From an optimization exercise on the open Yosys and OpenROAD flow, aimed at small area and a short achievable clock period; shortcuts taken in it are not production practice.
Function was checked by simulation only, so behaviour that the tests miss may differ from the original.
Power is estimated from default activity; no workload was simulated.

## run A
Design rvExecSlice, start of the top module:
module rvExecSlice (
    input  logic        clk,
    input  logic        rstN,
    input  logic        instValid,
    input  logic [31:0] instWord,
    input  logic [31:0] pc,
    input  logic [31:0] rs1Data,
    input  logic [31:0] rs2Data,
    output logic        resValid,
    output logic [4:0]  resRd,
    output logic        resRegWrite,
    output logic [31:0] resWbValue,
    output logic        resMemRead,
    output logic        resMemWrite,
    output logic [31:0] resMemAddr,
    output logic [1:0]  resMemSize,
    output logic        resBranchTaken,
    output logic [31:0] resNextPc,
    output logic        resHalt
);
For scale: roughly 2600 cells after synthesis, roughly 340 flip-flops, about 0.018 sq mm of cells after synthesis.
export LEC_CHECK = 0
export ABC_AREA = 1
export CAP_MARGIN = 20
export CORE_MARGIN = 2
export CORE_UTILIZATION = 40
export CTS_BUF_LIST = sky130_fd_sc_hd__clkbuf_16
export CTS_CLUSTER_DIAMETER = 80
export CTS_CLUSTER_SIZE = 24
export SETUP_SLACK_MARGIN = 2.8
export SLEW_MARGIN = 20
create_clock -name core_clock -period 5.0 [get_ports {clk}]
standard.sh (not shown) runs the stock make flow with config.mk's settings and CLKGATE_MAP_FILE= SYNTH_SCRIPT=/design/flow/synth_recipe.tcl, a recipe that flattens the netlist after the stock synthesis.
==> flow/flow/run.sh <==
#!/bin/bash
# Standard ORFS layout with two changes:
#  - ports are buffered with buf_2 instead of the default delay buffer
#  - the ABC area recipe (ABC_AREA=1) is replaced by flow/abc_area.script;
#    this only changes the mapping of combinational logic, the registers are
#    those of the standard synthesis
set -e
rm -rf scripts_abc
cp -r "$FLOW_HOME/scripts" scripts_abc
cp flow/abc_area.script scripts_abc/abc_area.script
bash standard.sh SCRIPTS_DIR="$PWD/scripts_abc" \
    BUFFER_PORTS_ARGS="-buffer_cell sky130_fd_sc_hd__buf_2" finish > standard.log 2>&1
==> flow/flow/abc_area.script <==
strash
dch
map -B 0.5
topo
stime -c
buffer -c
upsize -c
dnsize -c
Run A ended with every stage complete and zero timing, DRC or antenna violations.
--- input diff run A..run B ---
- a change of SETUP_SLACK_MARGIN from 2.8 to 2.5
- a deleted CTS_BUF_LIST that had been sky130_fd_sc_hd__clkbuf_16
- a change of CTS_CLUSTER_SIZE from 24 to 30
- a change of CTS_CLUSTER_DIAMETER from 80 to 60
==> results.txt <==
- Compared to run A, the router laid down less metal wire for run B.
- Per the comparison of run B with run A, met3 wire length saw an increase, sequential cell area share saw an increase, count of flip-flops with a built-in enable after synthesis saw little to no change.
- Final worst clock skew: run B worse than run A
- Cell count: run B lower than run A
- Comparing run B and run A, the lower total routing usage reported by global routing is on run B.
- Run A → run B: worst ir drop on vdd shows a reduction of about 15%, part of the cycle the worst path needs grew by 4.3 points, net load switching power grew by about 3%.
Setup changes, run B to run C
- CTS_CLUSTER_DIAMETER removed (was 60)
- SETUP_SLACK_MARGIN changed from 2.5 to 2.8
- CTS_CLUSTER_SIZE removed (was 30)
-- flow/flow/run.sh --
<<< run B, line 2
# Standard ORFS layout with two changes:
#  - ports are buffered with buf_2 instead of the default delay buffer
>>> run C, line 2
# Standard ORFS layout with these changes:
#  - input ports are buffered with buf_1, output ports with buf_2 (after global
#    placement, flow/outbuf.tcl), instead of the default delay buffer
<<< run B, line 12
    BUFFER_PORTS_ARGS="-buffer_cell sky130_fd_sc_hd__buf_2" finish > standard.log 2>&1
>>> run C, line 13
    BUFFER_PORTS_ARGS="-inputs -buffer_cell sky130_fd_sc_hd__buf_1" \
    POST_GLOBAL_PLACE_TCL="$PWD/flow/outbuf.tcl" finish > standard.log 2>&1
==> flow/flow/outbuf.tcl (new file) <==
# outputs get buf_2 port buffers; the inputs got buf_1 ones before global placement
buffer_ports -outputs -buffer_cell sky130_fd_sc_hd__buf_2
estimate_parasitics -placement
--- outcome ---
Between run C and run B, portion of the clock cycle consumed by the worst path in the final layout is higher for run B, run C comes in under that.
Run C ended with every stage complete and zero timing, DRC or antenna violations.
Changes observed in run C relative to run B: wire length went up about 1.2%; sequential power held.
Average routed wire per standard cell essentially unchanged between run C and run B.
Between run C and run B, clock insertion delay at the later pin of the skew report is higher for run B, run C comes in under that.
Max final cell count across run C and run B: run C
Diff run C and run B: area of placed instances higher in run B
Run C vs. run B: number of clock buffers in the layout shows an increase of about 70%; part of the total power dissipated in combinational logic shows an increase of 0.4 points; number of levels the H-tree was split into shows an increase of 1; final critical-path setup slack shows an increase of 0.24 ns.
The capture point of the worst path comes out a2[28] in one run and a2[26] in the other, namely in run C and run B respectively.
### run C -> run D
- SETUP_SLACK_MARGIN: 2.8 -> 2.5
- CTS_BUF_LIST: unset -> sky130_fd_sc_hd__clkbuf_8
- CTS_CLUSTER_DIAMETER: unset -> 60
- CTS_CLUSTER_SIZE: unset -> 20
==> flow/flow/run.sh <==
#!/bin/bash
# Standard ORFS layout with two changes:
#  - ports are buffered with buf_2 instead of the default delay buffer
#  - the ABC area recipe (ABC_AREA=1) is replaced by flow/abc_area.script;
#    this only changes the mapping of combinational logic, the registers are
#    those of the standard synthesis
set -e
rm -rf scripts_abc
cp -r "$FLOW_HOME/scripts" scripts_abc
cp flow/abc_area.script scripts_abc/abc_area.script
bash standard.sh SCRIPTS_DIR="$PWD/scripts_abc" \
    BUFFER_PORTS_ARGS="-buffer_cell sky130_fd_sc_hd__buf_2" finish > standard.log 2>&1
removed: flow/flow/outbuf.tcl
==> results.txt <==
Time the final worst path needs with I/O delays and setup in run D is 0.25 ns higher than in run C
Against run C, number of signal-net buffers in the layout in run D fell by more than 10%.
Internal portion of total power: run D vs run C down 18%
Between run C and run D, wire length after detailed routing decreased.
Changes in run E relative to run D:
- clearing CTS_BUF_LIST, which used to be sky130_fd_sc_hd__clkbuf_8
- clearing CTS_CLUSTER_SIZE, which used to be 20
- clearing CTS_CLUSTER_DIAMETER, which used to be 60
Results
- Run E ends up with a routed wire length that is 1.4% higher than in run D.
- Number of non-filler instances in the completed layout: run E vs run D up 21
- Comparing run E and run D, met2 track demand over resource is lower on run D.
- Termination of the worst setup path: a2[17] -> run E, a2[27] -> run D

## what the ideal ports hide
The results above use ideal ports. As a check the final layouts listed here were re-extracted and re-timed, cells and wires unchanged.
Step 1: set_driving_cell puts a clkbuf_16 on clk and a buf_2 on each other input, an assumption about the parent block.
Step 2 moves the port delays by t, midway between the first and last clock arrival at a register: inputs arrive t later, outputs are due t later. That takes back most of the time a late clock gives input paths.
Three values: ideal, step 1, step 2; two values: the first two.
run	t (ns)	setup slack, ns	hold WS [ns]	worst slew at a driven data input, ns
run A	0.631	2.742 / 2.742 / 2.295	0.186 / 0.152 / 0.314	0.05
run B	0.643	2.529 / 2.529 / 2.056	0.202 / 0.167 / 0.334	0.05
run C	0.621	2.764 / 2.764 / 2.343	0.241 / 0.209 / 0.320	0.04
run D	0.715	2.517 / 2.517 / 1.997	0.119 / 0.086 / 0.337	0.05
run E	0.626	2.597 / 2.597 / 2.025	0.227 / 0.191 / 0.315	0.05
After both steps setup and hold are still met in every run listed. The setup slack of run E, which loses most, moves by 0.000 ns with the drivers and by -0.572 ns with both steps.
